This design comes from an exercise in tuning for small area, a short achievable clock period and few clock cycles per item on the open sky130 flow, not from production work.
Where RTL was checked, it was by simulation tests only, not by an equivalence proof against the original.
Power is estimated from default activity; no workload was simulated.

v50:
## fusion_blend_v2
module fusion_blend_v2
#(
  parameter int PIXELS_PER_BEAT = 16,
  parameter int PIX_W           = 8,
  parameter int WGT_W           = 8,
  parameter int IMAGE_DIM       = 512
) (
  input  logic                             clk,
  input  logic                             rst,
  input  logic [1:0]                       mode,
  input  logic                             in_valid,
  output logic                             in_ready,
  input  logic [PIX_W*PIXELS_PER_BEAT-1:0] old_frame,
  input  logic [PIX_W*PIXELS_PER_BEAT-1:0] new_frame,
  input  logic [WGT_W*PIXELS_PER_BEAT-1:0] weight,
  output logic                             out_valid,
  input  logic                             out_ready,
  output logic [PIX_W*PIXELS_PER_BEAT-1:0] fused_frame,
  output logic                             out_last,
  output logic                             frame_done
);
Settings: LEC_CHECK=0, CAP_MARGIN=5, CORE_MARGIN=2, CORE_UTILIZATION=75, CTS_BUF_LIST=sky130_fd_sc_hd__clkbuf_8, CTS_CLUSTER_SIZE=30, PLACE_DENSITY=0.8, SETUP_SLACK_MARGIN=2.7, SLEW_MARGIN=5; clock period 5.5 ns.
standard.sh (not shown) runs the stock make flow with config.mk's settings and CLKGATE_MAP_FILE= SYNTH_SCRIPT=/design/flow/synth_recipe.tcl, a recipe that flattens the netlist after the stock synthesis.
==> flow/flow/run.sh <==
#!/bin/bash
# Own layout flow: the standard layout (standard.sh, unchanged synthesis and steps), with
# the port buffers that global placement inserts made plain buffers instead of the default
# delay-buffer cell. Every input and output port still gets its own buffer.
set -euo pipefail
export BUFFER_PORTS_ARGS="-buffer_cell sky130_fd_sc_hd__buf_2"
bash standard.sh > standard.log 2>&1
v50 completed; timing, DRC and antenna clean
Testbench counts of v50, summed over its fixed seeds: cycles 65,548, items 65,536.
### v50 -> v55
# v50
export LEC_CHECK = 0
export CAP_MARGIN = 5
export CORE_MARGIN = 2
export CORE_UTILIZATION = 75
export CTS_BUF_LIST = sky130_fd_sc_hd__clkbuf_8
export CTS_CLUSTER_SIZE = 30
export PLACE_DENSITY = 0.8
export SETUP_SLACK_MARGIN = 2.7
export SLEW_MARGIN = 5
create_clock -name core_clock -period 5.5 [get_ports {clk}]
# v55
export LEC_CHECK = 0
export CAP_MARGIN = 20
export CORE_MARGIN = 2
export CORE_UTILIZATION = 65
export CTS_BUF_LIST = sky130_fd_sc_hd__clkbuf_4
export CTS_CLUSTER_SIZE = 40
export PLACE_DENSITY = 0.72
export SETUP_SLACK_MARGIN = 2.6
export SLEW_MARGIN = 20
create_clock -name core_clock -period 5.5 [get_ports {clk}]
Notes after the runs:
Global-route usage: higher on v50. The run showing the smaller post-route fraction of the period consumed by the critical path is v50. Clock share of power was lower in the run labelled v55. The met1 track demand over resource in global routing of v55 is lower than that of v50.
The following lists how v39 was set up differently from v55:
# v55
export LEC_CHECK = 0
export CAP_MARGIN = 20
export CORE_MARGIN = 2
export CORE_UTILIZATION = 65
export CTS_BUF_LIST = sky130_fd_sc_hd__clkbuf_4
export CTS_CLUSTER_SIZE = 40
export PLACE_DENSITY = 0.72
export SETUP_SLACK_MARGIN = 2.6
export SLEW_MARGIN = 20
create_clock -name core_clock -period 5.5 [get_ports {clk}]
# v39
export LEC_CHECK = 0
export CAP_MARGIN = 20
export CORE_MARGIN = 2
export CORE_UTILIZATION = 70
export CTS_BUF_LIST = sky130_fd_sc_hd__clkbuf_8
export CTS_CLUSTER_SIZE = 30
export PLACE_DENSITY = 0.76
export SETUP_SLACK_MARGIN = 2.7
export SLEW_MARGIN = 20
create_clock -name core_clock -period 5.5 [get_ports {clk}]
==> comparison <==
Result: PASS for each of v55 and v39
Looking at met2 wire length, v39 sits above v55.
Taking v55 as the reference, in v39 utilization after layout increased 5.7 points, net count after synthesis closely matched the old numbers, minimum period implied by the final worst setup slack now sits lower.
Inputs modified between v39 and v59:
# v39
export LEC_CHECK = 0
export CAP_MARGIN = 20
export CORE_MARGIN = 2
export CORE_UTILIZATION = 70
export CTS_BUF_LIST = sky130_fd_sc_hd__clkbuf_8
export CTS_CLUSTER_SIZE = 30
export PLACE_DENSITY = 0.76
export SETUP_SLACK_MARGIN = 2.7
export SLEW_MARGIN = 20
create_clock -name core_clock -period 5.5 [get_ports {clk}]
# v59
export LEC_CHECK = 0
export CAP_MARGIN = 20
export CORE_MARGIN = 2
export CORE_UTILIZATION = 65
export PLACE_DENSITY = 0.72
export SETUP_SLACK_MARGIN = 2.6
export SLEW_MARGIN = 20
create_clock -name core_clock -period 5.5 [get_ports {clk}]
Notes after the runs:
v39 has a higher worst-case reg-to-reg path depth than v59. v59 against v39; area of the core is up by a little under 10%. Delta(multi-input gate share of the layout cell area, v59 - v39) < 0. Compared with v39, in v59 final wirelength rose about 0.8%, number of clock buffer instances in the layout now sits lower, met3 wire length went down 990 um, ratio of final minimum period to clock period increased 0.55 points, total number of nets in the final design -0.70%. [compare] base=v39 new=v59: horizontal die dimension moved up; fraction of cell area in non-clock buffers lower; worst hold slack after final layout went up by 0.014 ns.
Relative to v59, the following input files were edited for v49:
# v59
export LEC_CHECK = 0
export CAP_MARGIN = 20
export CORE_MARGIN = 2
export CORE_UTILIZATION = 65
export PLACE_DENSITY = 0.72
export SETUP_SLACK_MARGIN = 2.6
export SLEW_MARGIN = 20
create_clock -name core_clock -period 5.5 [get_ports {clk}]
# v49
export LEC_CHECK = 0
export CAP_MARGIN = 5
export CORE_MARGIN = 2
export CORE_UTILIZATION = 70
export CTS_BUF_LIST = sky130_fd_sc_hd__clkbuf_8
export CTS_CLUSTER_SIZE = 30
export PLACE_DENSITY = 0.76
export SETUP_SLACK_MARGIN = 2.7
export SLEW_MARGIN = 5
create_clock -name core_clock -period 5.5 [get_ports {clk}]
--- outcome ---
The final layout from v49, which completed every stage, passed the timing, DRC and antenna checks at the end of the flow. Cell count in v49 is 31 below v59. Going from v59 to v49, final critical-path required period shrinks by 0.085 ns. | share of power burned in registers | higher: v49 |. v49 and v59 ended up with nearly the same flip-flop and latch count. Overall die area: v49 < v59. Between v49 and v59, routed length on met1 is lower for v49, v59 comes in above that. The lower via count of the first global-routing pass of v49 and v59 is in v59. Power of v49 is on par with v59.

Another version of the RTL of fusion_blend_v2 (not shown whole).
For scale: roughly 4700 cells after synthesis, ~520 I/O pins, roughly 54000 um2 of cells after synthesis.
Settings: LEC_CHECK=0, CAP_MARGIN=20, CORE_MARGIN=2, CORE_UTILIZATION=65, PLACE_DENSITY=0.72, SETUP_SLACK_MARGIN=2.0, SLEW_MARGIN=20; clock period 5.5 ns.
Scripts as last shown in full above: flow/flow/run.sh
The baseline finished clean.
Testbench counts at the start, summed over its fixed seeds: cycles 65,548, items 65,536.
Edit:
Settings changed: CORE_UTILIZATION 65 to 55, PLACE_DENSITY 0.72 to 0.65.
Effect: Wire length went up by about 2.5%. Via count falls by 0.51%. Sequential share of layout area decreases by 0.21 points. Final cell count goes up by 3.2%. Core utilization is lower by 10 points. First-iteration DRC count is higher by about 6%. Clock skew falls by 0.0048 ns. Total power came out higher by 1.2%. Clock-buffer cell count rises by 14.

Another version of the RTL of fusion_blend_v2 (not shown whole).
For scale: about 4600 cells after synthesis, ~550 flip-flops, ~520 I/O pins, ~53000 um^2 of cells after synthesis.
Settings: LEC_CHECK=0, CAP_MARGIN=20, CORE_MARGIN=2, CORE_UTILIZATION=65, PLACE_DENSITY=0.72, SETUP_SLACK_MARGIN=2.4, SLEW_MARGIN=20; clock period 5.5 ns.
Scripts as last shown in full above: flow/flow/run.sh
Then changed:
--- a/flow/flow/run.sh
+++ b/flow/flow/run.sh
@@ -4,4 +4,4 @@
 # delay-buffer cell. Every input and output port still gets its own buffer.
 set -euo pipefail
-export BUFFER_PORTS_ARGS="-buffer_cell sky130_fd_sc_hd__buf_2"
+export BUFFER_PORTS_ARGS="-buffer_cell sky130_fd_sc_hd__buf_1"
 bash standard.sh > standard.log 2>&1
- The changed run ran to the end with no violations
- combinational power is about the same
- design area goes down by 0.93%
- hold slack improved by 0.0067 ns
- first-iteration DRC count goes down by 3.4%
- count of clock-buffer cells in the layout goes down by 3
- setup slack got worse by 0.090 ns
Then changed:
--- a/flow/flow/run.sh
+++ b/flow/flow/run.sh
@@ -4,4 +4,4 @@
 # delay-buffer cell. Every input and output port still gets its own buffer.
 set -euo pipefail
-export BUFFER_PORTS_ARGS="-buffer_cell sky130_fd_sc_hd__buf_1"
+export BUFFER_PORTS_ARGS="-buffer_cell sky130_fd_sc_hd__buf_2"
 bash standard.sh > standard.log 2>&1
Settings changed: SETUP_SLACK_MARGIN 2.4 to 2.6.
Result: Non-clock buffer count came out lower by 10. Utilization came out higher by 1.9 points. Die area does not change.
No run of this note included a check of the RTL's function; only the layout flow was run.

## before
fusion_blend_v2, a different RTL version from the one above (not shown whole).
Size in the first run: ~4100 cells after synthesis, about 470 flip-flops, about 520 I/O pins, about 52000 µm² of cells after synthesis.
Settings: LEC_CHECK=0, CAP_MARGIN=20, CORE_MARGIN=2, CORE_UTILIZATION=40, SETUP_SLACK_MARGIN=2.5, SLEW_MARGIN=20; clock period 5.5 ns.
==> flow/flow/run.sh <==
#!/bin/bash
# Own layout flow: the standard layout (standard.sh, unchanged synthesis and steps), with
# the port buffers that global placement inserts made plain buffers instead of the default
# delay-buffer cell. Every input and output port still gets its own buffer.
set -euo pipefail
export BUFFER_PORTS_ARGS="-buffer_cell sky130_fd_sc_hd__buf_2"
bash standard.sh > standard.log 2>&1
before: all stages complete, timing, DRC and antenna checks passed
Here is what was changed in the inputs of after compared with before.
# before
export LEC_CHECK = 0
export CAP_MARGIN = 20
export CORE_MARGIN = 2
export CORE_UTILIZATION = 40
export SETUP_SLACK_MARGIN = 2.5
export SLEW_MARGIN = 20
create_clock -name core_clock -period 5.5 [get_ports {clk}]
# after
export LEC_CHECK = 0
export ABC_CLOCK_PERIOD_IN_PS = 2500
export CAP_MARGIN = 20
export CORE_MARGIN = 2
export CORE_UTILIZATION = 40
export SETUP_SLACK_MARGIN = 1.0
export SLEW_MARGIN = 20
create_clock -name core_clock -period 5.5 [get_ports {clk}]
==> flow/run.sh (new file) <==
#!/bin/bash
# synth_recipe.tcl (not shown) runs the flow's synth.tcl, then flattens the netlist and writes it again
# the make line also repeats each setting of config.mk as NAME=value (left out here)
make -C /OpenROAD-flow-scripts/flow DESIGN_CONFIG=/design/flow/config.mk WORK_HOME=/design/flow/orfs CLKGATE_MAP_FILE= SYNTH_SCRIPT=/design/flow/synth_recipe.tcl finish
removed: flow/flow/run.sh
removed: flow/standard.sh
### Flow results
Against before, after reports a clock-buffer cell count that is higher.
Comparing before and after, post-route fraction of the period consumed by the critical path is higher on after.
Compared to before, the routing of after uses less wire.
For after, the master of the slowest instance on the critical path was edfxtp_1, unlike before, where it was or3_4.
Relative to before, minimum clock period after layout increased by 0.38 ns in after.
after vs before on critical path depth: after is the higher one.
Looking at final design area excluding fillers, after sits 10000 µm² lower than before does.
Function was not checked in any run of this note: the RTL went through the layout flow alone.

-- port drivers added, routing unchanged --
How much do the figures lean on ideal ports? The routed layouts below were timed once more, with nothing changed but the port constraints. Step 1 (the two cells are an assumption about what drives the block):
set clk [get_ports {clk}]
set_driving_cell -lib_cell sky130_fd_sc_hd__clkbuf_16 $clk
set_driving_cell -lib_cell sky130_fd_sc_hd__buf_2 [delete_from_list [all_inputs] $clk]
Step 2 moves the port delays by t, midway between the first and last clock arrival at a register: inputs arrive t later, outputs are due t later. That takes back most of the time a late clock gives input paths. Three values: no drivers, after step 1, after step 2; two values: the first two.
| run | t (ns) | setup WS [ns] | hold slack, ns | worst setup path at the end | slew at the worst register clock pin (ns) |
|---|---|---|---|---|---|
| v50 | 0.770 | 2.688 / 2.688 / 1.945 | 0.440 / 0.440 / 0.440 | input to register | 0.08 / 0.08 |
| v55 | 1.055 | 2.646 / 2.646 / 1.981 | 0.398 / 0.386 / 0.432 | input to register | 0.08 / 0.08 |
| v39 | 0.762 | 2.673 / 2.673 / 1.962 | 0.412 / 0.412 / 0.412 | input to register | 0.07 / 0.07 |
| v59 | 0.672 | 2.643 / 2.643 / 2.006 | 0.426 / 0.426 / 0.426 | input to register | 0.06 / 0.06 |
| v49 | 0.762 | 2.728 / 2.728 / 1.969 | 0.413 / 0.413 / 0.413 | input to register | 0.07 / 0.07 |
| the first run of note 2 | 0.707 | 2.377 / 2.362 / 1.655 | 0.435 / 0.435 / 0.435 | input to register | 0.07 / 0.07 |
| the second run of note 2 | 0.692 | 2.386 / 2.328 / 1.636 | 0.422 / 0.422 / 0.422 | input to register | 0.06 / 0.06 |
| the first run of note 3 | 0.659 | 2.488 / 2.456 / 1.797 | 0.421 / 0.421 / 0.421 | input to register | 0.06 / 0.06 |
| the second run of note 3 | 0.675 | 2.398 / 2.440 / 1.765 | 0.428 / 0.428 / 0.428 | input to register | 0.06 / 0.06 |
| the third run of note 3 | 0.659 | 2.605 / 2.583 / 1.925 | 0.431 / 0.431 / 0.431 | input to register | 0.06 / 0.06 |
| before | 0.714 | 1.459 / 1.381 / 1.350 | 0.495 / 0.495 / 0.495 | input to register | 0.07 / 0.07 |
| after | 0.720 | 1.077 / 1.002 / 0.700 | 0.501 / 0.501 / 0.501 | input to register | 0.07 / 0.07 |
After both steps every run listed still meets setup and hold. For v49, which loses most, drivers alone change the setup slack by 0.000 ns; drivers and shift together by -0.759 ns.
